This design comes from an exercise in tuning for a short achievable clock period and few clock cycles on the open sky130 flow, not from production work. The RTL was checked by simulation tests, not by an equivalence proof against the original design. Power figures rest on the tool's default switching activity, not on a simulated workload.

--- flow/config.mk ---
export PLATFORM = sky130hd
export DESIGN_NAME = mips_cpu_harvard
export DESIGN_NICKNAME = mips_cpu_harvard
export VERILOG_FILES = /design/flow/design.v
export SDC_FILE = /design/flow/constraint.sdc
export NUM_CORES = 4
export LEC_CHECK = 0
export CAP_MARGIN = 20
export CORE_MARGIN = 2
export CORE_UTILIZATION = 40
export PLACE_DENSITY = 0.6
export SETUP_SLACK_MARGIN = 5
export SLEW_MARGIN = 20
export SYNTH_HIERARCHICAL = 1
export TNS_END_PERCENT = 20
--- flow/constraint.sdc ---
create_clock -name core_clock -period 11.0 [get_ports {clk}]
set_input_delay 2.2000 -clock core_clock [delete_from_list [all_inputs] [get_ports {clk}]]
set_output_delay 2.2000 -clock core_clock [all_outputs]
set_load 0.01 [all_outputs]
--- flow/design.v ---
`default_nettype none
package mips_pkg;
	typedef logic [31:0] word_t;
	typedef logic [4:0]  reg_addr_t;
	typedef logic [5:0]  opcode_t;
	typedef logic [5:0]  funct_t;
	typedef logic [4:0]  shamt_t;
	typedef enum logic [3:0] {
		ALU_ADD,
		ALU_SUB,
		ALU_AND,
		ALU_OR,
		ALU_XOR,
		ALU_SLT,
		ALU_SLTU,
		ALU_SLL,
		ALU_SRL,
		ALU_LUI
	} alu_op_t;
	typedef struct packed {
		logic sub;     
		logic sum;
		logic and_;
		logic or_;
		logic xor_;
		logic slt;
		logic sltu;
		logic sll;
		logic srl;
		logic pass;    
	} alu_sel_t;
	typedef enum logic [2:0] {
		PC_SEQ,
		PC_BEQ,
		PC_BNE,
		PC_JUMP,
		PC_REG    
	} next_pc_t;
	typedef struct packed {
		alu_op_t  alu_op;
		next_pc_t next_pc;
		logic     reg_write;
		logic     reg_dst_rd;    
		logic     alu_src_imm;
		logic     mem_read;
		logic     mem_write;
		logic     mem_to_reg;
	} ctrl_t;
	localparam opcode_t OP_SPECIAL = 6'h00;
	localparam opcode_t OP_J       = 6'h02;
	localparam opcode_t OP_BEQ     = 6'h04;
	localparam opcode_t OP_BNE     = 6'h05;
	localparam opcode_t OP_ADDIU   = 6'h09;
	localparam opcode_t OP_SLTI    = 6'h0a;
	localparam opcode_t OP_ANDI    = 6'h0c;
	localparam opcode_t OP_ORI     = 6'h0d;
	localparam opcode_t OP_XORI    = 6'h0e;
	localparam opcode_t OP_LUI     = 6'h0f;
	localparam opcode_t OP_LW      = 6'h23;
	localparam opcode_t OP_SW      = 6'h2b;
	localparam funct_t FN_SLL  = 6'h00;
	localparam funct_t FN_SRL  = 6'h02;
	localparam funct_t FN_JR   = 6'h08;
	localparam funct_t FN_ADDU = 6'h21;
	localparam funct_t FN_SUBU = 6'h23;
	localparam funct_t FN_AND  = 6'h24;
	localparam funct_t FN_OR   = 6'h25;
	localparam funct_t FN_XOR  = 6'h26;
	localparam funct_t FN_SLT  = 6'h2a;
	localparam funct_t FN_SLTU = 6'h2b;
	localparam word_t HALT_ADDRESS = 32'h0000_0000;
endpackage
`default_nettype wire
`timescale 1ns/1ps
`default_nettype none
module mips_decoder (
	input  mips_pkg::word_t     instruction,
	output mips_pkg::alu_sel_t  alu_sel,
	output mips_pkg::reg_addr_t rs,
	output mips_pkg::reg_addr_t rt,
	output mips_pkg::reg_addr_t wa,          
	output logic                use_imm,     
	output mips_pkg::word_t     imm,         
	output logic                uses_rs,
	output logic                uses_rt,
	output logic                is_load,
	output logic                is_store,
	output logic                is_beq,
	output logic                is_bne,
	output logic                is_j,
	output logic                is_jr
);
	mips_pkg::opcode_t   opcode;
	mips_pkg::funct_t    funct;
	mips_pkg::reg_addr_t rd;
	mips_pkg::alu_op_t   alu_op;
	logic                we;
	logic                dst_rd;
	logic                zext;
	logic                lui;
	assign opcode = instruction[31:26];
	assign rs     = instruction[25:21];
	assign rt     = instruction[20:16];
	assign rd     = instruction[15:11];
	assign funct  = instruction[5:0];
	assign alu_sel.sub  = alu_op == mips_pkg::ALU_SUB || alu_op == mips_pkg::ALU_SLT ||
	                      alu_op == mips_pkg::ALU_SLTU;
	assign alu_sel.sum  = alu_op == mips_pkg::ALU_ADD || alu_op == mips_pkg::ALU_SUB;
	assign alu_sel.and_ = alu_op == mips_pkg::ALU_AND;
	assign alu_sel.or_  = alu_op == mips_pkg::ALU_OR;
	assign alu_sel.xor_ = alu_op == mips_pkg::ALU_XOR;
	assign alu_sel.slt  = alu_op == mips_pkg::ALU_SLT;
	assign alu_sel.sltu = alu_op == mips_pkg::ALU_SLTU;
	assign alu_sel.sll  = alu_op == mips_pkg::ALU_SLL;
	assign alu_sel.srl  = alu_op == mips_pkg::ALU_SRL;
	assign alu_sel.pass = alu_op == mips_pkg::ALU_LUI;
	assign imm = lui  ? {instruction[15:0], 16'h0000} :
	             zext ? {16'h0000, instruction[15:0]} :
	                    {{16{instruction[15]}}, instruction[15:0]};
	assign wa  = !we ? 5'd0 : dst_rd ? rd : rt;
	always_comb begin
		alu_op   = mips_pkg::ALU_ADD;
		we       = 1'b0;
		dst_rd   = 1'b0;
		use_imm  = 1'b0;
		zext     = 1'b0;
		lui      = 1'b0;
		uses_rs  = 1'b0;
		uses_rt  = 1'b0;
		is_load  = 1'b0;
		is_store = 1'b0;
		is_beq   = 1'b0;
		is_bne   = 1'b0;
		is_j     = 1'b0;
		is_jr    = 1'b0;
		case (opcode)
			mips_pkg::OP_SPECIAL: begin
				dst_rd  = 1'b1;
				we      = 1'b1;
				uses_rs = 1'b1;
				uses_rt = 1'b1;
				case (funct)
					mips_pkg::FN_ADDU: alu_op = mips_pkg::ALU_ADD;
					mips_pkg::FN_SUBU: alu_op = mips_pkg::ALU_SUB;
					mips_pkg::FN_AND:  alu_op = mips_pkg::ALU_AND;
					mips_pkg::FN_OR:   alu_op = mips_pkg::ALU_OR;
					mips_pkg::FN_XOR:  alu_op = mips_pkg::ALU_XOR;
					mips_pkg::FN_SLT:  alu_op = mips_pkg::ALU_SLT;
					mips_pkg::FN_SLTU: alu_op = mips_pkg::ALU_SLTU;
					mips_pkg::FN_SLL: begin
						alu_op  = mips_pkg::ALU_SLL;
						uses_rs = 1'b0;
					end
					mips_pkg::FN_SRL: begin
						alu_op  = mips_pkg::ALU_SRL;
						uses_rs = 1'b0;
					end
					mips_pkg::FN_JR: begin
						we      = 1'b0;
						uses_rt = 1'b0;
						is_jr   = 1'b1;
					end
					default: begin
						we      = 1'b0;
						uses_rs = 1'b0;
						uses_rt = 1'b0;
					end
				endcase
			end
			mips_pkg::OP_ADDIU, mips_pkg::OP_SLTI, mips_pkg::OP_LUI,
			mips_pkg::OP_ANDI, mips_pkg::OP_ORI, mips_pkg::OP_XORI: begin
				we      = 1'b1;
				use_imm = 1'b1;
				uses_rs = 1'b1;
				case (opcode)
					mips_pkg::OP_SLTI: alu_op = mips_pkg::ALU_SLT;
					mips_pkg::OP_LUI: begin
						alu_op  = mips_pkg::ALU_LUI;
						lui     = 1'b1;
						uses_rs = 1'b0;
					end
					mips_pkg::OP_ANDI: alu_op = mips_pkg::ALU_AND;
					mips_pkg::OP_ORI:  alu_op = mips_pkg::ALU_OR;
					mips_pkg::OP_XORI: alu_op = mips_pkg::ALU_XOR;
					default:           alu_op = mips_pkg::ALU_ADD;
				endcase
				zext = (opcode == mips_pkg::OP_ANDI) || (opcode == mips_pkg::OP_ORI) ||
				       (opcode == mips_pkg::OP_XORI);
			end
			mips_pkg::OP_LW: begin
				we      = 1'b1;
				use_imm = 1'b1;
				uses_rs = 1'b1;
				is_load = 1'b1;
			end
			mips_pkg::OP_SW: begin
				use_imm  = 1'b1;
				uses_rs  = 1'b1;
				uses_rt  = 1'b1;
				is_store = 1'b1;
			end
			mips_pkg::OP_BEQ: begin
				uses_rs = 1'b1;
				uses_rt = 1'b1;
				is_beq  = 1'b1;
			end
			mips_pkg::OP_BNE: begin
				uses_rs = 1'b1;
				uses_rt = 1'b1;
				is_bne  = 1'b1;
			end
			mips_pkg::OP_J: is_j = 1'b1;
			default: ;
		endcase
		if (!we || (dst_rd ? rd : rt) == 5'd0) begin
			we = 1'b0;
		end
	end
endmodule
`default_nettype wire
`timescale 1ns/1ps
`default_nettype none
module mips_adder #(
	parameter int W = 32
) (
	input  logic [W-1:0] a,
	input  logic [W-1:0] b,
	input  logic         cin,
	output logic [W-1:0] sum,
	output logic         cout
);
	localparam int L = (W > 16) ? 5 : (W > 8) ? 4 : (W > 4) ? 3 : 2;    
	logic [W-1:0] g [L+1];
	logic [W-1:0] p [L+1];
	assign p[0] = a ^ b;
	assign g[0] = {(a[W-1:1] & b[W-1:1]), (a[0] & b[0]) | (p[0][0] & cin)};
	for (genvar l = 1; l <= L; l++) begin : g_level
		localparam int D = 1 << (l - 1);
		for (genvar i = 0; i < W; i++) begin : g_bit
			if (i >= D) begin : g_merge
				assign g[l][i] = g[l-1][i] | (p[l-1][i] & g[l-1][i-D]);
				assign p[l][i] = p[l-1][i] & p[l-1][i-D];
			end else begin : g_pass
				assign g[l][i] = g[l-1][i];
				assign p[l][i] = p[l-1][i];
			end
		end
	end
	assign sum  = p[0] ^ {g[L][W-2:0], cin};
	assign cout = g[L][W-1];
endmodule
`default_nettype wire
`timescale 1ns/1ps
`default_nettype none
module mips_register_file (
	input  logic                clk,
	input  logic                write_enable,    
	input  mips_pkg::reg_addr_t write_addr,      
	input  mips_pkg::word_t     write_data,
	output logic [31:1][31:0]   registers,
	output mips_pkg::word_t     register_v0
);
	mips_pkg::word_t regs [1:31];
	always_ff @(posedge clk) begin
		if (write_enable && (write_addr != 5'd0)) begin
			regs[write_addr] <= write_data;
		end
	end
	for (genvar i = 1; i < 32; i++) begin : g_out
		assign registers[i] = regs[i];
	end
	assign register_v0 = regs[2];
endmodule
`default_nettype wire
`timescale 1ns/1ps
`default_nettype none
module mips_pc #(
	parameter mips_pkg::word_t RESET_VECTOR = 32'hBFC0_0000
) (
	input  logic            clk,
	input  logic            reset,
	input  logic            advance,         
	input  logic            redirect,        
	input  mips_pkg::word_t redirect_pc,
	input  logic            hold,            
	input  logic            is_j,
	input  logic            predict_taken,
	input  logic [25:0]     jump_index,
	input  logic [15:0]     offset,
	output mips_pkg::word_t pc,
	output mips_pkg::word_t pc_plus4,
	output mips_pkg::word_t branch_target,
	output logic            redirected       
);
	mips_pkg::word_t pc_seq;         
	mips_pkg::word_t pc_branch;      
	mips_pkg::word_t pc_redirect;    
	logic            take_branch;
	logic            take_redirect;
	mips_pkg::word_t jump_target;
	assign redirected = take_redirect;
	assign pc = take_redirect ? pc_redirect :
	            take_branch   ? pc_branch   : pc_seq;
	assign pc_plus4 = take_redirect ? pc_redirect + 32'd4 :
	                  take_branch   ? pc_branch + 32'd4   : pc_seq + 32'd4;
	mips_adder u_branch_adder (
		.a    (pc_plus4),
		.b    ({{14{offset[15]}}, offset, 2'b00}),
		.cin  (1'b0),
		.sum  (branch_target),
		.cout ()
	);
	assign jump_target   = {pc_plus4[31:28], jump_index, 2'b00};
	always_ff @(posedge clk) begin
		if (reset) begin
			pc_seq      <= RESET_VECTOR;
			pc_redirect <= RESET_VECTOR;
			take_branch <= 1'b0;
		end else if (advance) begin
			if (hold)      pc_seq <= pc;
			else if (is_j) pc_seq <= jump_target;
			else           pc_seq <= pc_plus4;
			pc_redirect <= redirect_pc;
			take_branch <= predict_taken && !hold;
		end
	end
	always_ff @(posedge clk) begin
		if (advance) begin
			take_redirect <= redirect;
		end
	end
	always_ff @(posedge clk) begin
		if (advance) begin
			pc_branch <= branch_target;
		end
	end
endmodule
`default_nettype wire
`timescale 1ns/1ps
`default_nettype none
module mips_cpu_harvard #(
	parameter mips_pkg::word_t RESET_VECTOR = 32'hBFC0_0000
) (
	input  logic        clk,
	input  logic        reset,
	output logic        active,
	output logic [31:0] register_v0,
	input  logic        clk_enable,
	output logic [31:0] instr_address,
	input  logic [31:0] instr_readdata,
	output logic [31:0] data_address,
	output logic        data_write,
	output logic        data_read,
	output logic [31:0] data_writedata,
	input  logic [31:0] data_readdata
);
	logic advance;
	mips_pkg::opcode_t   f_op;
	logic                f_beq;
	logic                f_bne;
	logic                f_j;
	logic                f_pred;
	mips_pkg::word_t     f_pc4;
	mips_pkg::word_t     f_btarget;
	logic                f_redirected;    
	logic                d_loaded;
	logic                d_valid;
	mips_pkg::word_t     d_ir;
	mips_pkg::word_t     d_pc4;
	mips_pkg::word_t     d_btarget;
	logic                d_pred;
	logic [31:1]         d_rs_sel;    
	logic [31:1]         d_rt_sel;
	mips_pkg::alu_sel_t  d_alu_sel;
	mips_pkg::reg_addr_t d_rs;
	mips_pkg::reg_addr_t d_rt;
	mips_pkg::reg_addr_t d_wa;
	logic                d_use_imm;
	mips_pkg::word_t     d_imm;
	logic                d_uses_rs;
	logic                d_uses_rt;
	logic                d_ld;
	logic                d_st;
	logic                d_beq;
	logic                d_bne;
	logic                d_j;
	logic                d_jr;
	logic [31:1][31:0]   d_regs;
	mips_pkg::word_t     d_ra;
	mips_pkg::word_t     d_rb;
	logic                d_fwd_a;
	logic                d_fwd_b;
	logic                d_byp_a;
	logic                d_byp_b;
	mips_pkg::word_t     d_a;
	mips_pkg::word_t     d_b;
	logic                d_stall;
	logic                d_enter;
	logic                d_eq;
	logic                d_taken;
	logic                d_redirect;
	mips_pkg::word_t     d_redirect_pc;
	mips_pkg::alu_sel_t  e_alu_sel;
	mips_pkg::word_t     e_a;
	mips_pkg::word_t     e_b;        
	mips_pkg::word_t     e_opb;      
	mips_pkg::word_t     e_opb_add;  
	mips_pkg::word_t     d_opb;
	mips_pkg::shamt_t    e_shamt;
	mips_pkg::reg_addr_t e_wa;       
	logic                e_ld;
	logic                e_st;
	logic                e_jr;
	logic                x_halt;
	mips_pkg::word_t     x_result;
	mips_pkg::word_t     x_g [6];
	mips_pkg::word_t     x_p [6];
	mips_pkg::word_t     x_sum;
	logic                x_signed_lt;
	logic                x_unsigned_lt;
	mips_pkg::word_t     m_result;
	mips_pkg::word_t     m_sd;
	mips_pkg::reg_addr_t m_wa;
	logic                m_rd;
	logic                m_wr;
	mips_pkg::word_t     m_wdata;
	assign advance = clk_enable && active;
	assign f_op   = instr_readdata[31:26];
	assign f_beq  = f_op == mips_pkg::OP_BEQ;
	assign f_bne  = f_op == mips_pkg::OP_BNE;
	assign f_j    = f_op == mips_pkg::OP_J;
	assign f_pred = ((f_beq || f_bne) && instr_readdata[15]) ||
	                (f_beq && instr_readdata[25:21] == instr_readdata[20:16]) ||
	                (f_bne && instr_readdata[25:21] != instr_readdata[20:16]);
	mips_pc #(
		.RESET_VECTOR (RESET_VECTOR)
	) u_pc (
		.clk           (clk),
		.reset         (reset),
		.advance       (advance),
		.redirect      (d_redirect),
		.redirect_pc   (d_redirect_pc),
		.hold          (d_stall),
		.is_j          (f_j),
		.predict_taken (f_pred),
		.jump_index    (instr_readdata[25:0]),
		.offset        (instr_readdata[15:0]),
		.pc            (instr_address),
		.pc_plus4      (f_pc4),
		.branch_target (f_btarget),
		.redirected    (f_redirected)
	);
	always_ff @(posedge clk) begin
		if (reset) begin
			d_loaded <= 1'b0;
		end else if (advance && !d_stall) begin
			d_loaded <= 1'b1;
		end
	end
	assign d_valid = d_loaded && !f_redirected;
	always_ff @(posedge clk) begin
		if (advance && !d_stall) begin
			d_ir      <= instr_readdata;
			d_pc4     <= f_pc4;
			d_btarget <= f_btarget;
			d_pred    <= f_pred;
			for (int i = 1; i < 32; i++) begin
				d_rs_sel[i] <= instr_readdata[25:21] == 5'(i);
				d_rt_sel[i] <= instr_readdata[20:16] == 5'(i);
			end
		end
	end
	mips_decoder u_decoder (
		.instruction (d_ir),
		.alu_sel     (d_alu_sel),
		.rs          (d_rs),
		.rt          (d_rt),
		.wa          (d_wa),
		.use_imm     (d_use_imm),
		.imm         (d_imm),
		.uses_rs     (d_uses_rs),
		.uses_rt     (d_uses_rt),
		.is_load     (d_ld),
		.is_store    (d_st),
		.is_beq      (d_beq),
		.is_bne      (d_bne),
		.is_j        (d_j),
		.is_jr       (d_jr)
	);
	assign m_wdata = m_rd ? data_readdata : m_result;
	mips_register_file u_register_file (
		.clk          (clk),
		.write_enable (advance),    
		.write_addr   (m_wa),
		.write_data   (m_wdata),
		.registers    (d_regs),
		.register_v0  (register_v0)
	);
	always_comb begin
		d_ra = '0;
		d_rb = '0;
		for (int i = 1; i < 32; i++) begin
			d_ra = d_ra | ({32{d_rs_sel[i]}} & d_regs[i]);
			d_rb = d_rb | ({32{d_rt_sel[i]}} & d_regs[i]);
		end
	end
	assign d_fwd_a = !e_ld && e_wa != 5'd0 && e_wa == d_rs;
	assign d_fwd_b = !e_ld && e_wa != 5'd0 && e_wa == d_rt;
	assign d_byp_a = m_wa != 5'd0 && m_wa == d_rs;
	assign d_byp_b = m_wa != 5'd0 && m_wa == d_rt;
	assign d_a = ({32{d_fwd_a}} & x_result) |
	             ({32{!d_fwd_a && d_byp_a}} & m_wdata) |
	             ({32{!d_fwd_a && !d_byp_a}} & d_ra);
	assign d_b = ({32{d_fwd_b}} & x_result) |
	             ({32{!d_fwd_b && d_byp_b}} & m_wdata) |
	             ({32{!d_fwd_b && !d_byp_b}} & d_rb);
	assign d_opb = d_use_imm ? d_imm : d_b;
	assign d_stall = d_valid && e_ld && e_wa != 5'd0 &&
	                 ((d_uses_rs && e_wa == d_rs) || (d_uses_rt && e_wa == d_rt));
	assign d_enter = d_valid && !d_stall;
	assign d_eq      = d_a == d_b;
	assign d_taken   = (d_beq && d_eq) || (d_bne && !d_eq);
	assign d_redirect    = d_enter && (d_jr || ((d_beq || d_bne) && d_taken != d_pred));
	assign d_redirect_pc = d_jr ? d_a : d_pred ? d_pc4 : d_btarget;
	always_ff @(posedge clk) begin
		if (reset) begin
			e_wa   <= 5'd0;
			e_ld   <= 1'b0;
			e_st   <= 1'b0;
			e_jr   <= 1'b0;
		end else if (advance) begin
			e_wa   <= d_enter ? d_wa : 5'd0;
			e_ld   <= d_enter && d_ld;
			e_st   <= d_enter && d_st;
			e_jr   <= d_enter && d_jr;
		end
	end
	always_ff @(posedge clk) begin
		if (advance) begin
			e_alu_sel <= d_alu_sel;
			e_a       <= d_a;
			e_b       <= d_b;
			e_opb     <= d_opb;
			e_opb_add <= d_alu_sel.sub ? ~d_opb : d_opb;
			e_shamt   <= d_ir[10:6];
		end
	end
	assign x_p[0] = e_a ^ e_opb_add;
	assign x_g[0] = {(e_a[31:1] & e_opb_add[31:1]), (e_a[0] & e_opb_add[0]) | (x_p[0][0] & e_alu_sel.sub)};
	for (genvar l = 1; l < 6; l++) begin : g_level
		localparam int D = 1 << (l - 1);
		for (genvar i = 0; i < 32; i++) begin : g_bit
			if (i >= D) begin : g_merge
				assign x_g[l][i] = x_g[l-1][i] | (x_p[l-1][i] & x_g[l-1][i-D]);
				assign x_p[l][i] = x_p[l-1][i] & x_p[l-1][i-D];
			end else begin : g_pass
				assign x_g[l][i] = x_g[l-1][i];
				assign x_p[l][i] = x_p[l-1][i];
			end
		end
	end
	assign x_sum = x_p[0] ^ {x_g[5][30:0], e_alu_sel.sub};
	assign x_signed_lt   = (e_a[31] ^ e_opb[31]) ? e_a[31] : x_sum[31];
	assign x_unsigned_lt = !x_g[5][31];
	assign x_result = ({32{e_alu_sel.sum}}  & x_sum) |
	                  ({32{e_alu_sel.and_}} & (e_a & e_opb)) |
	                  ({32{e_alu_sel.or_}}  & (e_a | e_opb)) |
	                  ({32{e_alu_sel.xor_}} & (e_a ^ e_opb)) |
	                  ({32{e_alu_sel.sll}}  & (e_opb << e_shamt)) |
	                  ({32{e_alu_sel.srl}}  & (e_opb >> e_shamt)) |
	                  ({32{e_alu_sel.pass}} & e_opb) |
	                  {31'd0, (e_alu_sel.slt & x_signed_lt) | (e_alu_sel.sltu & x_unsigned_lt)};
	assign x_halt = (d_valid && d_pc4 == 32'd4) || (e_jr && e_a == '0);
	always_ff @(posedge clk) begin
		if (reset) begin
			active <= 1'b1;
		end else if (advance && x_halt) begin
			active <= 1'b0;    
		end
	end
	always_ff @(posedge clk) begin
		if (reset) begin
			m_wa <= 5'd0;
			m_rd <= 1'b0;
			m_wr <= 1'b0;
		end else if (advance) begin
			m_wa <= e_wa;
			m_rd <= e_ld;
			m_wr <= e_st;
		end
	end
	always_ff @(posedge clk) begin
		if (advance) begin
			m_result <= x_result;
			m_sd     <= e_b;
		end
	end
	assign data_address   = m_result;    
	assign data_writedata = m_sd;
	assign data_read      = m_rd && !reset;
	assign data_write     = m_wr && !reset;
endmodule
`default_nettype wire
--- flow/flow/run.sh ---
#!/bin/bash
set -uo pipefail
bash standard.sh SETUP_SLACK_MARGIN=6.3 finish > standard.log 2>&1
--- flow/standard.sh ---
#!/bin/bash
# synth_recipe.tcl (not shown) runs the flow's synth.tcl, then flattens the netlist and writes it again
# the make line also repeats each setting of config.mk as NAME=value (left out here)
make -C /OpenROAD-flow-scripts/flow DESIGN_CONFIG=/design/flow/config.mk WORK_HOME=/design/flow/orfs CLKGATE_MAP_FILE= SYNTH_SCRIPT=/design/flow/synth_recipe.tcl "${@:-finish}"
==> results.yml, run 1 <==
status:
  status: "timing/DRC/antenna clean"
sta:
  worstMarginPinSlew_ns: 1.20
  setup_viol: 0
  hold_slack_ns: 0.418
  finClkSkew_ns: 0.103
  slew_viol_final: 0
  period_needed_ns: 5.13
  tns_ns: 0
  timing.final.crit_share_pct: 46.7
  timing.fmax_mhz: 195
  hold_violations: 0
  rsz0062_at_grt: "true"
  slew_headroom_pct: 20.0
yosys:
  syn-cell-area_mm2: 0.0736
  avgSynthCellArea_um2: 12.7
  synth_cells: 5787
  yosys_warnings: 15
hold_path:
  hp-class: "reg -> reg"
  hold_path_depth: 0
  holdPathEnd: "m_sd[23]"
  hp-start: "e_b[23]"
worst_setup_path:
  crit_required_ns: 11.60
  critical_path_class: "reg -> reg"
  slowest_delay_ns: 0.81
  critPathMaxFanout: 28
  crit_path_cell_trace: "buf_6, a22oi_1, nand4_1, nor2_1, nand3_1, a211oi_1, nor4b_2, nand4_1, a2111oi_4, nand4_1, nor4_4, nand4_1, nor4_4, buf_4, a21oi_1, nand3b_1"
  cp_slowest_cell: "edfxtp_1"
  cp_top_family: "simple AND/OR/NAND/NOR gates"
  crit_top_cell: "nand4_1"
  critPathBufInv: 2
  worstReg2RegEnd: "u_pc.take_redirect"
  end_kind: "flip-flop"
  r2r_start: "d_rs_sel[22]"
  crit_arrival_ns: 5.73
  ff2ff_path_depth: 16
  start_kind: "flip-flop"
  r2r_setup_slack_ns: 5.87
finish:
  nets: 6203
  design_area_mm2: 0.0868
  mostFrequentLayoutCells: "edfxtp_1 (1391), a22oi_1 (413), nand2_1 (328), a221oi_1 (268), a22o_1 (265)"
  final_common_cell: "edfxtp_1"
  fillCellCount: 16089
  drive_gt1_share_pct: 16.0
  area_delta_synth_final_pct: 18.0
floorplanning:
  row_count: 157
  start_util_pct: 40.2
  fp.dieH_um: 433
  core_area_mm2: 0.183
  ios: 198
  die_w_um: 433
  dieArea_mm2: 0.187
clock_tree:
  ctsHtreeMaxLevel: 4
  clkSinkCount: 1473
  clk_path_buf_depth: 3
  numCtsBuffers: 159
  cts_tree: "yes"
  clkLatencyLatePin_ns: 0.87
  cts-root-buf: "clkbuf_16"
  clkTransAtPathRegs_ns: 0.06
placed_design:
  routabilityCongestion: 1.01
  post_dp_cell_area_mm2: 0.0782
  io_buffers: 197
  dpl.hpwl_um: 205000
pwr:
  p_total_mw: 13.3
  ir_drop_v: 0.000189
  leakagePower_nw: 28.8
  power.density_mw_per_mm2: 153
grt:
  grt_pass1_wl_um: 480000
  grt_max_degree: 157
  antenna_found_initial: 29
  overflow: 0
  grt_pass1_vias: 58224
  grt_use_total_pct: 37.1
drt:
  wl_per_cell_um: 42.0
  via_count: 63071
  drc: 0
  drt_wl_total_um: 362000
  drt_first_pass_iters: 10
  drt_iter0_markers: 13665
  antenna_left: 0
  vias_per_cell: 7.33
flow_run:
  maxCapViolations: 0
[routing by layer]
| layer | track usage [%] | wire length, um | share of wire (%) | up-vias |
|---|---|---|---|---|
| met5 | 0.156 | 165 | 0.046 | - |
| met4 | 22.5 | 32700 | 9.0 | 22 |
| met2 | 51.3 | 143000 | 39 | 6622 |
| li1 | - | - | - | 23915 |
| met1 | 48.4 | 125000 | 34 | 30775 |
| met3 | 15.0 | 61600 | 17 | 1737 |
[power by group]
group          switching (mW)  internal, mW
logic                   0.927         0.447
registers              0.0861          6.23
clock network            2.39          3.23
total                    3.40          9.91
[stage by stage]
stage          worst slack (ns)  util (%)  std cells
2_1_floorplan              5.82         -       5790
3_3_place_gp               4.32      42.8       8163
3_5_place_dp               4.30      42.8       8163
4_1_cts                    5.97      46.4       8494
5_1_grt                    5.85      47.5       8597
6_report                   5.87      47.5       8609
[sequential cells by signal (all words and copies together), names as in the netlist, 10 cells and up]
register	flops
d_pc4	32
d_rt_sel	31
e_b	32
e_a	32
d_ir	32
e_opb_add	32
m_sd	32
u_pc.pc_seq	32
e_opb	32
d_rs_sel	31
u_pc.pc_branch	32
e_alu_sel	10
d_btarget	32
u_pc.pc_redirect	32
m_result	32
u_register_file.regs	992
[area by class of cell]
class / instances / area, um^2 / area share, %
sequential: 1473 / 43400 / 50.0
multi-input combinational: 3709 / 29200 / 33.6
timing repair buffer: 510 / 5090 / 5.87
clock buffer: 198 / 4200 / 4.84
tap: 2464 / 3080 / 3.55
clock inverter: 91 / 1220 / 1.40
inverter: 152 / 594 / 0.685
antenna: 12 / 30.0 / 0.0346
[timing repair]
| action | 4_1_cts | 5_1_grt |
|---|---|---|
| setup endpoints to repair | 139 | 194 |
| pin swaps | 18 | 35 |
| hold buffers | 0 | 0 |
| resized for setup | 197 | 185 |
| cloned | 13 | 13 |
| buffers inserted | 29 | 90 |
[worst max path at each step]
stage / start / depth (start not counted) / to
floorplan: clk_enable / 3 / d_btarget[0]
global placement: data_readdata[6] / 13 / u_pc.take_redirect
detailed placement: data_readdata[25] / 13 / u_pc.take_redirect
CTS: data_readdata[3] / 13 / u_pc.take_redirect
global route: data_readdata[2] / 14 / u_pc.take_redirect
finish: d_rs_sel[22] / 16 / u_pc.take_redirect
Testbench counts, summed over its fixed seeds: cycles 37,145.
==> run 2, diff against run 1 <==
--- a/flow/design.v
+++ b/flow/design.v
@@ -413,2 +413,4 @@
 	logic                e_jr;
+	logic                e_valid;
+	mips_pkg::word_t     e_pc4;
 	logic                x_halt;
@@ -529,3 +531,4 @@
 			e_st   <= 1'b0;
-			e_jr   <= 1'b0;
+			e_jr    <= 1'b0;
+			e_valid <= 1'b0;
 		end else if (advance) begin
@@ -534,3 +537,4 @@
 			e_st   <= d_enter && d_st;
-			e_jr   <= d_enter && d_jr;
+			e_jr    <= d_enter && d_jr;
+			e_valid <= d_enter;
 		end
@@ -540,2 +544,3 @@
 			e_alu_sel <= d_alu_sel;
+			e_pc4     <= d_pc4;
 			e_a       <= d_a;
@@ -572,3 +577,4 @@
 	                  {31'd0, (e_alu_sel.slt & x_signed_lt) | (e_alu_sel.sltu & x_unsigned_lt)};
-	assign x_halt = (d_valid && d_pc4 == 32'd4) || (e_jr && e_a == '0);
+	assign x_halt = (d_valid && d_pc4 == 32'd4 && e_wa == 5'd0 && !e_ld && !e_st) ||
+	                (e_valid && e_pc4 == 32'd4) || (e_jr && e_a == '0);
 	always_ff @(posedge clk) begin
@@ -586,5 +592,5 @@
 		end else if (advance) begin
-			m_wa <= e_wa;
-			m_rd <= e_ld;
-			m_wr <= e_st;
+			m_wa <= x_halt ? 5'd0 : e_wa;
+			m_rd <= e_ld && !x_halt;
+			m_wr <= e_st && !x_halt;
 		end
--- a/flow/config.mk
+++ b/flow/config.mk
@@ -14,2 +14 @@
 export SYNTH_HIERARCHICAL = 1
-export TNS_END_PERCENT = 20
==> run 2 against run 1 <==
  * Clock skew shrank 0.038 ns
  * Flip-flop and latch count grew 33
  * Critical endpoint unchanged
  * Critical path type unchanged
  * Still clean on timing, DRC and antenna
  * Combinational power grew 3%
==> results.yml, run 2 <==
clock_tree:
  clk_path_buf_depth: 3
  clkTransAtPathRegs_ns: 0.06
  cts_tree: "yes"
  cts-root-buf: "clkbuf_16"
  numCtsBuffers: 162
  clkLatencyLatePin_ns: 0.85
  clkSinkCount: 1506
  postCtsHoldBufs: 0
  ctsHtreeMaxLevel: 4
flow_run:
  maxCapViolations: 0
sta:
  period_needed_ns: 4.93
  timing.final.crit_share_pct: 44.8
  worstMarginPinSlew_ns: 1.22
  setup_viol: 0
  tns_ns: 0
  slew_headroom_pct: 16.2
  timing.fmax_mhz: 203
  hold_violations: 0
  rsz0062_at_grt: "true"
  hold_slack_ns: 0.403
  finClkSkew_ns: 0.0652
  slew_viol_final: 0
finish:
  design_area_mm2: 0.0877
  final_common_cell: "edfxtp_1"
  mostFrequentLayoutCells: "edfxtp_1 (1423), a22oi_1 (417), nand2_1 (327), buf_4 (306), a221oi_1 (269)"
  area_delta_synth_final_pct: 18.1
  drive_gt1_share_pct: 16.8
  top_register: "u_register_file.regs"
  largest_register_ffs: 992
  postLayoutCoreUtil_pct: 47.4
  nets: 6286
drt:
  drt_iter0_markers: 13494
  drc: 0
  vias_per_cell: 7.28
  drt_wl_total_um: 364000
  via_count: 63386
  drt_first_pass_iters: 14
  antenna_left: 0
  wl_per_cell_um: 41.8
yosys:
  yosys_warnings: 15
  syn-cell-area_mm2: 0.0743
  synth_cells: 5819
  avgSynthCellArea_um2: 12.8
worst_setup_path:
  worstReg2RegEnd: "u_pc.take_redirect"
  ff2ff_path_depth: 15
  r2r_setup_slack_ns: 6.07
  crit_start: "d_rt_sel[16]"
  crit_top_cell: "buf_4"
  start_kind: "flip-flop"
  crit_required_ns: 11.57
  critPathMaxFanout: 26
  end_kind: "flip-flop"
  r2r_start: "d_rt_sel[16]"
  crit_path_cell_trace: "buf_4, a22o_1, a221oi_1, nand4_1, o22ai_1, mux2i_1, xor2_1, a31oi_1, a211oi_2, nand3_1, or4_4, nor4_4, buf_4, a21oi_1, nand3b_1"
  crit_arrival_ns: 5.50
  setup.worst_path.end: "u_pc.take_redirect"
  cp_slowest_cell: "edfxtp_1"
  slowest_delay_ns: 0.84
  critical_path_class: "reg -> reg"
floorplanning:
  fp.dieH_um: 435
  die_w_um: 435
  core_area_mm2: 0.185
  start_util_pct: 40.1
  ios: 198
  dieArea_mm2: 0.189
  row_count: 158
grt:
  grt_pass1_vias: 59579
  overflow: 0
  grt_use_total_pct: 37.0
  antenna_found_initial: 24
  grt_max_degree: 172
  grt_pass1_wl_um: 488000
pwr:
  power.density_mw_per_mm2: 150
  pwr-share-clk_pct: 40.2
  p_total_mw: 13.2
  p_comb_share_pct: 10.7
  swShare_pct: 26.0
  p_int_mw: 9.74
  ir_drop_v: 0.000163
  leakagePower_nw: 28.9
  p_switching_mw: 3.42
  seqPwrFrac_pct: 49.1
status:
  status: "timing/DRC/antenna clean"
placed_design:
  routabilityCongestion: 1.02
  dpl.hpwl_um: 207000
  io_buffers: 197
  post_dp_cell_area_mm2: 0.0791
hold_path:
  hp-class: "reg -> reg"
run 2: cell types whose count changed in the layout (fill, tap and decap cells not counted), moves of 12 or more:
cell             delta
a21o_1             -12
buf_4              +44
bufinv_16          -15
clkdlybuf4s50_1    -20
dlygate4sd2_1      +22
edfxtp_1           +32
mux4_2             -30
nand2b_1           +19
nor2_1             -19
o21ai_0            +12
o21ai_1            +16
run 2: per-stage QoR:
step | worst slack [ns] | cells
after floorplan | 5.81 | 5822
after global placement | 4.34 | 8232
after detailed placement | 4.23 | 8232
after CTS | 6.13 | 8651
after global routing | 6.14 | 8690
final | 6.07 | 8709
run 2: how the worst min path moves through the flow:
stage                           to     from  slack [ns]  cells past startpoint
final                     m_sd[24]  e_b[24]        0.40                      0
after global routing      m_sd[15]  e_b[15]        0.43                      0
after CTS                 m_sd[24]  e_b[24]        0.41                      0
after detailed placement  m_sd[15]  e_b[15]        0.41                      0
after global placement    m_sd[29]  e_b[29]        0.41                      0
after floorplan            m_sd[0]   e_b[0]        0.40                      0
run 2: cell type report:
cell class,instances,area [um^2]
Multi-Input combinational cell,3726,29400
Tap cell,2480,3100
Timing Repair Buffer,549,5210
Inverter,143,559
Clock buffer,204,4300
Clock inverter,82,708
Antenna cell,19,47.5
Fill cell,16407,97300
Sequential cell,1506,44400
run 2: critical path: cells and delay by family, from the launching register on:
family	cells	cell delay, ns
DFF	1	0.84
buffers and inverters	2	0.99
and+or+nand+nor	5	1.31
AOI/OAI and AO/OA	6	0.95
muxes	1	0.34
xor gates and xnor gates	1	0.18
run 2: routing by layer:
metal	part of all wire [%]	up-vias	GRT usage (%)
met5	0.087	-	0.227
met4	9.2	28	25.4
met3	17	1697	15.6
met2	40	6471	51.0
met1	34	31050	46.7
li1	-	24140	-
run 2: power by group through the flow:
| stage | logic (mW) | registers [mW] | clock network, mW |
|---|---|---|---|
| global route | 1.42 | 6.47 | 5.52 |
| finish | 1.41 | 6.47 | 5.29 |
| detailed placement | 1.18 | 6.58 | 0 |
| global placement | 1.18 | 6.58 | 0 |
| CTS | 1.29 | 6.46 | 5.29 |
| floorplan | 0.696 | 6.54 | 0 |
run 2: timing repair:
item,4_1_cts,5_1_grt
buffers inserted,113,34
endpoints found under the hold margin,0,0
gates cloned,20,4
gates resized for setup,333,119
setup endpoints to repair,406,129
pin swaps,46,49
Testbench counts of run 2, summed over its fixed seeds: cycles 37,145.
==> run 3, diff against run 2 <==
==> flow/flow/run.sh (replaced) <==
#!/bin/bash
set -uo pipefail
bash standard.sh SETUP_SLACK_MARGIN=6.6 finish > standard.log 2>&1
==> run 3 against run 2 <==
  * Critical path depth shrank 2
  * First-iteration DRC count rose by 2.1%
  * Critical endpoint unchanged
  * Wire length rose by 1.9%
  * Flip-flop and latch count unchanged
  * Power grew 2.5%
  * Via count is 2.0% higher
  * Non-clock buffer count up 142
  * Die area unchanged
  * Highest routed layer unchanged
  * Synthesized area did not move
  * Combinational power rose by 9%
  * Global-route usage hardly changed
==> results.yml, run 3 <==
status:
  status: "timing/DRC/antenna clean"
floorplanning:
  fp.dieH_um: 435
  start_util_pct: 40.1
  row_count: 158
  dieArea_mm2: 0.189
  ios: 198
  die_w_um: 435
  core_area_mm2: 0.185
grt:
  grt_pass1_vias: 59526
  antenna_found_initial: 24
  grt_max_degree: 117
  overflow: 0
  grt_use_total_pct: 37.0
  grt_pass1_wl_um: 489000
sta:
  hold_slack_ns: 0.382
  hold_violations: 0
  worstMarginPinSlew_ns: 1.27
  slew_headroom_pct: 14.9
  worst_slack_ns: 6.12
  setup_viol: 0
  timing.final.crit_share_pct: 44.4
  rsz0062_at_grt: "true"
  finClkSkew_ns: 0.0727
  slew_viol_final: 0
  tns_ns: 0
  period_needed_ns: 4.88
  timing.fmax_mhz: 205
finish:
  final_common_cell: "edfxtp_1"
  mostFrequentLayoutCells: "edfxtp_1 (1423), a22oi_1 (416), buf_4 (345), nand2_1 (313), a221oi_1 (269)"
  multiInputGateArea_mm2: 0.0302
  top_register: "u_register_file.regs"
  postLayoutCoreUtil_pct: 49.0
  seq_area_mm2: 0.0444
  area_delta_synth_final_pct: 22.1
  largest_register_ffs: 992
  fillCellCount: 16084
  drive_gt1_share_pct: 20.9
  nets: 6427
pwr:
  pwr-share-clk_pct: 40.7
  p_switching_mw: 3.54
  leakagePower_nw: 30.1
  seqPwrFrac_pct: 48.0
  p_comb_share_pct: 11.3
  power.density_mw_per_mm2: 149
  ir_drop_v: 0.000196
  p_int_mw: 9.95
  swShare_pct: 26.2
clock_tree:
  numCtsBuffers: 161
  cts-root-buf: "clkbuf_16"
  clkTransAtPathRegs_ns: 0.06
  clkSinkCount: 1506
  clkLatencyLatePin_ns: 0.86
  ctsHtreeMaxLevel: 4
  postCtsHoldBufs: 0
  clk_path_buf_depth: 3
  cts_tree: "yes"
placed_design:
  routabilityCongestion: 1.03
  post-place-ws_ns: 4.60
  dpl.hpwl_um: 211000
  io_buffers: 197
drt:
  drt_wl_total_um: 371000
  drc: 0
  vias_per_cell: 7.30
  wl_per_cell_um: 41.9
  drt_iter0_markers: 13774
  via_count: 64636
  drt_first_pass_iters: 13
  antenna_left: 0
worst_setup_path:
  critPathBufInv: 2
  slowest_delay_ns: 0.48
  crit_path_cell_trace: "dlygate4sd2_1, mux2_4, o22ai_2, xnor2_1, a31oi_1, a2111oi_2, buf_2, o2111a_1, nand3_2, or4_4, nor4_4, a21oi_1, nand3b_1"
  critPathMaxFanout: 2
  cp_slowest_cell: "dlygate4sd2_1"
  critical_path_class: "in -> reg"
  cp_top_family: "simple AND/OR/NAND/NOR gates"
  crit_required_ns: 11.59
  crit_arrival_ns: 5.47
  start_kind: "primary input"
  end_kind: "flip-flop"
yosys:
  synth_cells: 5819
  syn-cell-area_mm2: 0.0743
  avgSynthCellArea_um2: 12.8
  yosys_warnings: 15
hold_path:
  hp-class: "reg -> reg"
flow_run:
  maxCapViolations: 0
## run 3: cell type report
| cell class | count | share of cell area (%) |
|---|---|---|
| Timing Repair Buffer | 691 | 7.89 |
| Clock inverter | 91 | 1.11 |
| Antenna cell | 12 | 0.0331 |
| Sequential cell | 1506 | 49.0 |
| Inverter | 143 | 0.654 |
| Tap cell | 2480 | 3.42 |
| Multi-Input combinational cell | 3726 | 33.3 |
| Clock buffer | 201 | 4.65 |
## run 3: worst paths after layout
check	slack, ns	from	to	depth (start not counted)
max	6.12	data_readdata[4]	u_pc.take_redirect	13
min	0.38	e_b[27]	m_sd[27]	0
max reg2reg	6.13	d_rs_sel[22]	u_pc.take_redirect	14
min reg2reg	0.38	e_b[27]	m_sd[27]	0
## run 3: what timing repair did
action	4_1_cts	5_1_grt
resized for setup	486	409
pin swaps	52	126
setup buffers	152	125
setup endpoints to repair	940	489
gates cloned	16	17
## run 3: routing by layer
layer	part of all wire [%]	vias to the layer above	global-route usage, %
met5	0.043	-	0
met4	9.0	22	24.0
met3	17	1732	14.1
met2	40	6759	51.8
met1	34	31680	47.7
li1	-	24443	-
## run 3: stage by stage
stage,total power [mW],instances,cell area [um^2]
6_report,13.5,8850,90700
3_3_place_gp,7.76,8232,79100
2_1_floorplan,7.24,5822,74500
5_1_grt,13.7,8839,90700
4_1_cts,13.3,8695,87600
3_5_place_dp,7.77,8235,79100
## run 3: worst reg2reg max path, stage by stage, from the launching register on
cell and delay (ns):
edfxtp_1 0.55, buf_4 0.48, a22o_1 0.33, a221oi_1 0.26, nand4_1 0.15, nor3_1 0.66, nand2_1 0.14, o211ai_1 0.15
o221ai_1 0.31, xnor2_1 0.25, o2111ai_1 0.12, or4_4 0.57, nor4_4 0.39, a21oi_1 0.09, nand3b_1 0.18
## run 3: power groups by stage
stage / combinational (mW) / sequential [mW] / clock [mW]
finish: 1.53 / 6.47 / 5.49
global route: 1.54 / 6.47 / 5.71
CTS: 1.31 / 6.46 / 5.48
detailed placement: 1.18 / 6.59 / 0
global placement: 1.18 / 6.58 / 0
floorplan: 0.696 / 6.54 / 0
==> run 4, diff against run 3 <==
==> flow/flow/run.sh (replaced) <==
#!/bin/bash
set -uo pipefail
bash standard.sh SETUP_SLACK_MARGIN=6.9 finish > standard.log 2>&1
==> run 4 against run 3 <==
  * The layout now fails its checks (capacitance limit, slew limit)
  * Final area rose by 1.1%
  * First-iteration DRC count decreased by 1.2%
  * Global-route usage up 0.71 points
  * Sequential power is essentially flat
  * Utilization up 0.52 points
  * Wire length grew 1.2%
  * Setup slack got worse by 0.11 ns
  * Die area is the same
  * Register-to-register slack worse by 0.13 ns
  * Via count rose by 1.3%
  * Worst hold slack gained 0.035 ns
  * Maximum frequency decreased by 2.3%
  * Highest routed layer unchanged
==> results.yml, run 4 <==
clock_tree:
  cts_tree: "yes"
  ctsHtreeMaxLevel: 4
  clkTransAtPathRegs_ns: 0.06
  cts-root-buf: "clkbuf_16"
  numCtsBuffers: 162
  clkSinkCount: 1506
  clk_path_buf_depth: 3
  postCtsHoldBufs: 0
  clkLatencyLatePin_ns: 0.85
floorplanning:
  fp.dieH_um: 435
  start_util_pct: 40.1
  dieArea_mm2: 0.189
  die_w_um: 435
  ios: 198
  core_area_mm2: 0.185
  row_count: 158
sta:
  rsz0062_at_grt: "true"
  timing.fmax_mhz: 200
  worstMarginPinSlew_ns: 1.51
  tns_ns: 0
  finClkSkew_ns: 0.0735
  period_needed_ns: 5.00
  setup_viol: 0
  timing.final.crit_share_pct: 45.4
  slew_headroom_pct: -1.03
  hold_violations: 0
  hold_slack_ns: 0.418
  slew_viol_final: 19
status:
  violations: "capacitance limit, slew limit"
  status: "finished with violations"
finish:
  drive_gt1_share_pct: 22.1
  nets: 6494
  final_common_cell: "edfxtp_1"
  top_register: "u_register_file.regs"
  area_delta_synth_final_pct: 23.4
  mostFrequentLayoutCells: "edfxtp_1 (1423), a22oi_1 (418), buf_4 (411), nand2_1 (309), a221oi_1 (272)"
  largest_register_ffs: 992
  postLayoutCoreUtil_pct: 49.5
worst_setup_path:
  r2r_start: "e_opb[4]"
  slowest_delay_ns: 0.67
  worstReg2RegEnd: "u_pc.take_redirect"
  cp_slowest_cell: "mux4_2"
  critPathBufInv: 1
  start_kind: "flip-flop"
  end_kind: "flip-flop"
  crit_path_cell_trace: "mux4_2, nand2_1, o2111ai_2, nor4b_4, o211ai_1, xor2_1, a21oi_1, nor3_1, o2111a_1, nand3_2, or4_4, nor4_4, buf_4, a21oi_1, nand3b_1"
  r2r_setup_slack_ns: 6.00
  critical_path_class: "reg -> reg"
  cp_top_family: "simple AND/OR/NAND/NOR gates"
  crit_arrival_ns: 5.58
  ff2ff_path_depth: 15
  crit_top_cell: "a21oi_1"
  critPathMaxFanout: 9
  crit_required_ns: 11.58
grt:
  overflow: 0
  grt_max_degree: 139
  grt_pass1_wl_um: 499000
  grt_pass1_vias: 60406
  grt_use_total_pct: 37.7
  antenna_found_initial: 26
yosys:
  syn-cell-area_mm2: 0.0743
  yosys_warnings: 15
  synth_cells: 5819
  avgSynthCellArea_um2: 12.8
pwr:
  p_total_mw: 13.8
  leakagePower_nw: 30.7
  power.density_mw_per_mm2: 151
  ir_drop_v: 0.000173
drt:
  drt_iter0_markers: 13603
  vias_per_cell: 7.34
  drt_wl_total_um: 375000
  antenna_left: 0
  drt_first_pass_iters: 13
  drc: 0
  wl_per_cell_um: 42.0
  via_count: 65461
placed_design:
  io_buffers: 197
  routabilityCongestion: 1.02
  dpl.hpwl_um: 214000
hold_path:
  hold_path_depth: 0
  hp-start: "e_b[15]"
  hp-class: "reg -> reg"
  holdPathEnd: "m_sd[15]"
flow_run:
  maxCapViolations: 1
## run 4: cell count changes in the layout (fill, tap and decap cells not counted), moves of 6 or more
cell / previous run / this run
nor2_1: 202 / 196
clkinv_2: 25 / 16
dlygate4sd2_1: 2 / 31
buf_6: 86 / 97
buf_4: 345 / 411
clkbuf_8: 2 / 9
clkdlybuf4s50_1: 152 / 122
bufinv_16: 12 / 23
clkbuf_16: 173 / 167
bufbuf_16: 2 / 8
buf_16: 22 / 14
clkbuf_1: 37 / 44
mux2_2: 76 / 70
## run 4: worst max-delay path by stage
stage                                 from            endpoint  slack (ns)  cells past startpoint
after detailed placement  data_readdata[2]  u_pc.take_redirect        4.01                     13
after global placement    data_readdata[2]  u_pc.take_redirect        4.09                     13
after floorplan                 clk_enable        d_btarget[0]        5.81                      3
final                             e_opb[4]  u_pc.take_redirect        6.00                     15
after CTS                            reset           data_read        6.16                      3
after global routing      data_readdata[5]  u_pc.take_redirect        6.14                     13
## run 4: per-layer routing
layer / global-route usage, % / vias up / part of all wire [%] / routed length [um]
met4: 24.3 / 22 / 8.8 / 33100
met1: 48.8 / 32199 / 34 / 129000
met3: 14.4 / 1739 / 17 / 62400
met5: 0 / - / 0.061 / 229
li1: - / 24573 / - / -
met2: 52.6 / 6928 / 40 / 151000
## run 4: power by group
part	total [mW]	switching, mW	internal [mW]
Clock	5.80	2.47	3.33
Sequential	6.47	0.0901	6.38
Combinational	1.57	1.02	0.547
## run 4: repair_timing
item                       in CTS  in global routing
setup endpoints to repair    1486               1005
gates cloned                   19                  7
resized for setup             567                409
pin swaps                      48                134
setup buffers                 194                153
## run 4: final cells by class
class | instances | area (um^2)
Fill cell | 15864 | 93400
Sequential cell | 1506 | 44400
Multi-Input combinational cell | 3721 | 30300
Timing Repair Buffer | 761 | 7620
Clock buffer | 211 | 4290
Tap cell | 2480 | 3100
Clock inverter | 88 | 1270
Inverter | 143 | 614
Antenna cell | 12 | 30.0
Timing Repair inverter | 1 | 8.76
## run 4: through the flow
step	setup slack [ns]	cell area [um^2]	std cells
after detailed placement	4.01	79100	8237
final	6.00	91700	8923
after global placement	4.09	79100	8237
after CTS	6.16	88500	8749
after global routing	6.14	91600	8912
after floorplan	5.81	74500	5822
==> run 5, diff against run 4 <==
--- a/flow/design.v
+++ b/flow/design.v
@@ -257,3 +257,3 @@
 	input  logic                write_enable,    
-	input  mips_pkg::reg_addr_t write_addr,      
+	input  logic [31:1]         write_sel,       
 	input  mips_pkg::word_t     write_data,
@@ -262,12 +262,10 @@
 );
-	mips_pkg::word_t regs [1:31];
-	always_ff @(posedge clk) begin
-		if (write_enable && (write_addr != 5'd0)) begin
-			regs[write_addr] <= write_data;
+	for (genvar i = 1; i < 32; i++) begin : g_reg
+		always_ff @(posedge clk) begin
+			if (write_enable && write_sel[i]) begin
+				registers[i] <= write_data;
+			end
 		end
 	end
-	for (genvar i = 1; i < 32; i++) begin : g_out
-		assign registers[i] = regs[i];
-	end
-	assign register_v0 = regs[2];
+	assign register_v0 = registers[2];
 endmodule
@@ -291,4 +289,3 @@
 	output mips_pkg::word_t pc_plus4,
-	output mips_pkg::word_t branch_target,
-	output logic            redirected       
+	output mips_pkg::word_t branch_target
 );
@@ -300,3 +297,2 @@
 	mips_pkg::word_t jump_target;
-	assign redirected = take_redirect;
 	assign pc = take_redirect ? pc_redirect :
@@ -315,5 +311,5 @@
 		if (reset) begin
-			pc_seq      <= RESET_VECTOR;
-			pc_redirect <= RESET_VECTOR;
-			take_branch <= 1'b0;
+			pc_seq        <= RESET_VECTOR;
+			take_branch   <= 1'b0;
+			take_redirect <= 1'b0;
 		end else if (advance) begin
@@ -322,8 +318,3 @@
 			else           pc_seq <= pc_plus4;
-			pc_redirect <= redirect_pc;
-			take_branch <= predict_taken && !hold;
-		end
-	end
-	always_ff @(posedge clk) begin
-		if (advance) begin
+			take_branch   <= predict_taken && !hold;
 			take_redirect <= redirect;
@@ -333,3 +324,4 @@
 		if (advance) begin
-			pc_branch <= branch_target;
+			pc_branch   <= branch_target;
+			pc_redirect <= redirect_pc;
 		end
@@ -364,4 +356,4 @@
 	mips_pkg::word_t     f_btarget;
-	logic                f_redirected;    
 	logic                d_loaded;
+	logic                d_kill;
 	logic                d_valid;
@@ -387,2 +379,3 @@
 	logic                d_jr;
+	mips_pkg::word_t     d_jtarget;
 	logic [31:1][31:0]   d_regs;
@@ -399,2 +392,9 @@
 	logic                d_eq;
+	mips_pkg::word_t     d_a_old;
+	mips_pkg::word_t     d_b_old;
+	mips_pkg::word_t     d_cmp_other;
+	mips_pkg::word_t     d_cmp_carry;
+	logic                d_eq_sum;
+	logic                d_eq_lt;
+	logic                d_eq_e;
 	logic                d_taken;
@@ -412,5 +412,6 @@
 	logic                e_st;
+	logic                e_br0;      
+	logic                e_taken;
+	logic                e_j0;       
 	logic                e_jr;
-	logic                e_valid;
-	mips_pkg::word_t     e_pc4;
 	logic                x_halt;
@@ -425,2 +426,3 @@
 	mips_pkg::reg_addr_t m_wa;
+	logic [31:1]         m_wsel;     
 	logic                m_rd;
@@ -451,4 +453,3 @@
 		.pc_plus4      (f_pc4),
-		.branch_target (f_btarget),
-		.redirected    (f_redirected)
+		.branch_target (f_btarget)
 	);
@@ -461,3 +462,8 @@
 	end
-	assign d_valid = d_loaded && !f_redirected;
+	always_ff @(posedge clk) begin
+		if (advance) begin
+			d_kill <= d_redirect;
+		end
+	end
+	assign d_valid = d_loaded && !d_kill;
 	always_ff @(posedge clk) begin
@@ -495,3 +501,3 @@
 		.write_enable (advance),    
-		.write_addr   (m_wa),
+		.write_sel    (m_wsel),
 		.write_data   (m_wdata),
@@ -512,8 +518,17 @@
 	assign d_byp_b = m_wa != 5'd0 && m_wa == d_rt;
-	assign d_a = ({32{d_fwd_a}} & x_result) |
-	             ({32{!d_fwd_a && d_byp_a}} & m_wdata) |
-	             ({32{!d_fwd_a && !d_byp_a}} & d_ra);
-	assign d_b = ({32{d_fwd_b}} & x_result) |
-	             ({32{!d_fwd_b && d_byp_b}} & m_wdata) |
-	             ({32{!d_fwd_b && !d_byp_b}} & d_rb);
+	assign d_a_old = d_byp_a ? m_wdata : d_ra;
+	assign d_b_old = d_byp_b ? m_wdata : d_rb;
+	assign d_a     = d_fwd_a ? x_result : d_a_old;
+	assign d_b     = d_fwd_b ? x_result : d_b_old;
+	assign d_cmp_other = d_fwd_a ? d_b_old : d_a_old;
+	assign d_cmp_carry = (e_a & e_opb_add) | ((e_a | e_opb_add) & ~d_cmp_other);
+	assign d_eq_sum    = (e_a ^ e_opb_add ^ d_cmp_other) == {d_cmp_carry[30:0], e_alu_sel.sub};
+	assign d_eq_lt     = d_cmp_other[31:1] == 31'd0 &&
+	                     d_cmp_other[0] == ((e_alu_sel.slt && x_signed_lt) ||
+	                                        (e_alu_sel.sltu && x_unsigned_lt));
+	assign d_eq_e      = e_alu_sel.sum ? d_eq_sum :
+	                     (e_alu_sel.slt || e_alu_sel.sltu) ? d_eq_lt :
+	                     x_result == d_cmp_other;
+	assign d_eq        = (d_fwd_a && d_fwd_b) ? 1'b1 :
+	                     (d_fwd_a || d_fwd_b) ? d_eq_e : d_a_old == d_b_old;
 	assign d_opb = d_use_imm ? d_imm : d_b;
@@ -522,4 +537,4 @@
 	assign d_enter = d_valid && !d_stall;
-	assign d_eq      = d_a == d_b;
 	assign d_taken   = (d_beq && d_eq) || (d_bne && !d_eq);
+	assign d_jtarget = {d_pc4[31:28], d_ir[25:0], 2'b00};
 	assign d_redirect    = d_enter && (d_jr || ((d_beq || d_bne) && d_taken != d_pred));
@@ -531,4 +546,5 @@
 			e_st   <= 1'b0;
-			e_jr    <= 1'b0;
-			e_valid <= 1'b0;
+			e_br0  <= 1'b0;
+			e_j0   <= 1'b0;
+			e_jr   <= 1'b0;
 		end else if (advance) begin
@@ -537,4 +553,5 @@
 			e_st   <= d_enter && d_st;
-			e_jr    <= d_enter && d_jr;
-			e_valid <= d_enter;
+			e_br0  <= d_enter && (d_beq || d_bne) && d_btarget == '0;
+			e_j0   <= d_enter && d_j && d_jtarget == '0;
+			e_jr   <= d_enter && d_jr;
 		end
@@ -544,3 +561,2 @@
 			e_alu_sel <= d_alu_sel;
-			e_pc4     <= d_pc4;
 			e_a       <= d_a;
@@ -550,2 +566,3 @@
 			e_shamt   <= d_ir[10:6];
+			e_taken   <= d_taken;
 		end
@@ -577,4 +594,3 @@
 	                  {31'd0, (e_alu_sel.slt & x_signed_lt) | (e_alu_sel.sltu & x_unsigned_lt)};
-	assign x_halt = (d_valid && d_pc4 == 32'd4 && e_wa == 5'd0 && !e_ld && !e_st) ||
-	                (e_valid && e_pc4 == 32'd4) || (e_jr && e_a == '0);
+	assign x_halt = (e_br0 && e_taken) || e_j0 || (e_jr && e_a == '0);
 	always_ff @(posedge clk) begin
@@ -588,9 +604,13 @@
 		if (reset) begin
-			m_wa <= 5'd0;
-			m_rd <= 1'b0;
-			m_wr <= 1'b0;
+			m_wa   <= 5'd0;
+			m_wsel <= '0;
+			m_rd   <= 1'b0;
+			m_wr   <= 1'b0;
 		end else if (advance) begin
-			m_wa <= x_halt ? 5'd0 : e_wa;
-			m_rd <= e_ld && !x_halt;
-			m_wr <= e_st && !x_halt;
+			m_wa <= e_wa;
+			for (int i = 1; i < 32; i++) begin
+				m_wsel[i] <= e_wa == 5'(i);
+			end
+			m_rd <= e_ld;
+			m_wr <= e_st;
 		end
==> flow/flow/run.sh (replaced) <==
#!/bin/bash
set -uo pipefail
bash standard.sh SETUP_SLACK_MARGIN=6.3 finish > standard.log 2>&1
==> run 5 against run 4 <==
  * The run now finishes clean
  * Critical path depth rose by 4
  * Die area rose by 2.7%
  * Cell count rose by 2.8%
  * Sequential power barely moved
  * Worst hold slack got worse by 0.0013 ns
  * Setup slack got worse by 0.37 ns
  * Largest cell class unchanged
  * Largest power group unchanged
  * Highest routed layer unchanged
==> results.yml, run 5 <==
status:
  status: "timing/DRC/antenna clean"
yosys:
  syn-cell-area_mm2: 0.0763
  yosys_warnings: 15
  avgSynthCellArea_um2: 12.6
  synth_cells: 6044
grt:
  overflow: 0
  grt_use_total_pct: 41.8
  grt_pass1_wl_um: 550000
  grt_pass1_vias: 62920
  antenna_found_initial: 26
  grt_max_degree: 156
worst_setup_path:
  r2r_start: "d_rt_sel[16]"
  worstReg2RegEnd: "u_pc.take_redirect"
  critPathBufInv: 1
  ff2ff_path_depth: 19
  critPathMaxFanout: 23
  cp_slowest_cell: "fa_1"
  crit_required_ns: 11.71
  crit_path_cell_trace: "buf_4, a22o_1, a221oi_1, nand4_1, o22ai_4, mux2i_4, fa_1, xor2_2, nand4_1, nor4_4, nand3_2, nand2_1, o21ai_1, nand2_1, o21ai_4, and3b_1, o41a_1, mux2i_1, nor2_1"
  r2r_setup_slack_ns: 5.64
  slowest_delay_ns: 0.58
  end_kind: "flip-flop"
  start_kind: "flip-flop"
  critical_path_class: "reg -> reg"
  cp_top_family: "simple AND/OR/NAND/NOR gates"
  crit_arrival_ns: 6.07
hold_path:
  hp-class: "reg -> reg"
  hp-start: "e_b[20]"
  hold_path_depth: 0
  holdPathEnd: "m_sd[20]"
floorplanning:
  ios: 198
  dieArea_mm2: 0.194
  core_area_mm2: 0.190
  fp.dieH_um: 441
  die_w_um: 441
  row_count: 160
  start_util_pct: 40.2
sta:
  hold_violations: 0
  setup_viol: 0
  worstMarginPinSlew_ns: 1.28
  finClkSkew_ns: 0.0591
  period_needed_ns: 5.36
  timing.final.crit_share_pct: 48.7
  slew_viol_final: 0
  timing.fmax_mhz: 186
  tns_ns: 0
  rsz0062_at_grt: "true"
  hold_slack_ns: 0.417
  slew_headroom_pct: 14.7
drt:
  drt_iter0_markers: 15230
  via_count: 68393
  drt_wl_total_um: 419000
  antenna_left: 0
  vias_per_cell: 7.45
  wl_per_cell_um: 45.7
  drt_first_pass_iters: 17
  drc: 0
placed_design:
  place_inst: 8507
  io_buffers: 197
  routabilityCongestion: 1.03
  dpl.hpwl_um: 249000
clock_tree:
  clk_path_buf_depth: 3
  clkTransAtPathRegs_ns: 0.06
  clkLatencyLatePin_ns: 0.88
  clkSinkCount: 1508
  numCtsBuffers: 163
  cts_tree: "yes"
  ctsHtreeMaxLevel: 4
  cts-root-buf: "clkbuf_16"
finish:
  drive_gt1_share_pct: 20.9
  largest_register_ffs: 992
  fillCellCount: 16533
  top_register: "u_register_file.registers"
  final_common_cell: "edfxtp_1"
  mostFrequentLayoutCells: "edfxtp_1 (1424), buf_4 (416), a22oi_1 (394), nand2_1 (311), a221oi_1 (294)"
  layoutNonFillerInstCount: 9177
  area_delta_synth_final_pct: 21.9
  postLayoutCoreUtil_pct: 49.0
  nets: 6768
pwr:
  pwr-share-clk_pct: 41.6
  p_total_mw: 13.6
  p_comb_share_pct: 10.9
  p_switching_mw: 3.61
  swShare_pct: 26.5
  seqPwrFrac_pct: 47.5
  leakagePower_nw: 31.1
  ir_drop_v: 0.000168
  power.density_mw_per_mm2: 146
  p_int_mw: 9.98
flow_run:
  maxCapViolations: 0
==> run 5: changes by cell type in the layout (fill, tap and decap cells not counted), moves of 31 or more <==
cell | previous run | this run
ha_1 | 101 | 132
and2_2 | 0 | 33
buf_6 | 97 | 66
nor2_1 | 196 | 273
a21oi_1 | 136 | 168
nor2_4 | 40 | 6
==> run 5: metrics by stage <==
stage                     setup slack (ns)  instance area [um^2]
final                                 5.64                 93000
after floorplan                       5.72                 76600
after global placement                3.90                 81400
after CTS                             5.92                 90800
after detailed placement              3.83                 81400
after global routing                  5.62                 92900
==> run 5: worst max-delay path by stage <==
stage	from	endpoint	slack, ns	cells after the start
final	d_rt_sel[16]	u_pc.take_redirect	5.64	19
after floorplan	clk_enable	d_btarget[0]	5.72	4
after global placement	data_readdata[6]	u_pc.take_redirect	3.90	17
after global routing	e_shamt[1]	u_pc.take_redirect	5.62	18
after detailed placement	data_readdata[6]	u_pc.take_redirect	3.83	17
after CTS	d_ir[22]	u_pc.take_redirect	5.92	20
==> run 5: power groups by stage <==
stage                     combinational, mW  clock (mW)  sequential, mW
after floorplan                       0.669           0            6.53
after global placement                 1.19           0            6.58
after detailed placement               1.18           0            6.58
after CTS                              1.31        5.63            6.46
after global routing                   1.47        5.85            6.46
final                                  1.48        5.65            6.46
==> run 5: layout make-up <==
cell class | instances | area [um^2] | share of cell area, %
repair buffers | 742 | 7250 | 7.80
well taps | 2511 | 3140 | 3.38
inverters | 164 | 646 | 0.694
multi-input cells | 3930 | 32000 | 34.4
clock buffers | 195 | 4230 | 4.55
diodes | 30 | 75.1 | 0.0807
flip-flops and latches | 1508 | 44500 | 47.8
clock inverters | 97 | 1150 | 1.24
==> run 5: per-layer routing <==
layer,vias up,GRT usage [%],wire [um]
li1,25342,-,-
met1,33523,52.1,142000
met4,20,32.7,43600
met3,2087,17.7,68600
met2,7421,56.5,164000
met5,-,0.571,347
==> run 5: what timing repair did <==
item / in CTS / in global routing
gates resized for setup: 535 / 236
setup buffers: 173 / 117
pin swaps: 85 / 98
endpoints found under the setup margin: 413 / 301
gates cloned: 52 / 6
hold buffers: 0 / 0
Testbench counts of run 5, summed over its fixed seeds: cycles 37,145.

[afterwards: timing with drivers on the ports]
Ports are ideal in the flow. The routed layouts listed here were re-timed in OpenROAD. Step 1, drivers: a clkbuf_16 drives clk and a buf_2 each remaining input, both assumed. Step 2 moves the port delays by t, midway between the first and last clock arrival at a register: inputs arrive t later, outputs are due t later. That takes back most of the time a late clock gives input paths. Three values: no drivers, after step 1, after step 2; two values: the first two.
run	shift t [ns]	setup slack, ns	worst setup path after step 2	worst slew at a driven data input, ns	pins driven straight from the clock port
run 1	0.914	5.867 / 5.867 / 5.042	input to register	0.07	1
run 2	0.917	6.068 / 6.068 / 5.384	input to register	0.13	1
run 3	0.917	6.117 / 6.098 / 5.272	input to register	0.19	1
run 4	0.905	6.003 / 6.003 / 5.191	input to register	0.16	1
run 5	0.937	5.638 / 5.638 / 4.859	input to register	0.18	1
The setup slack of run 3, which loses most, moves by -0.019 ns with the drivers and by -0.845 ns with both steps.
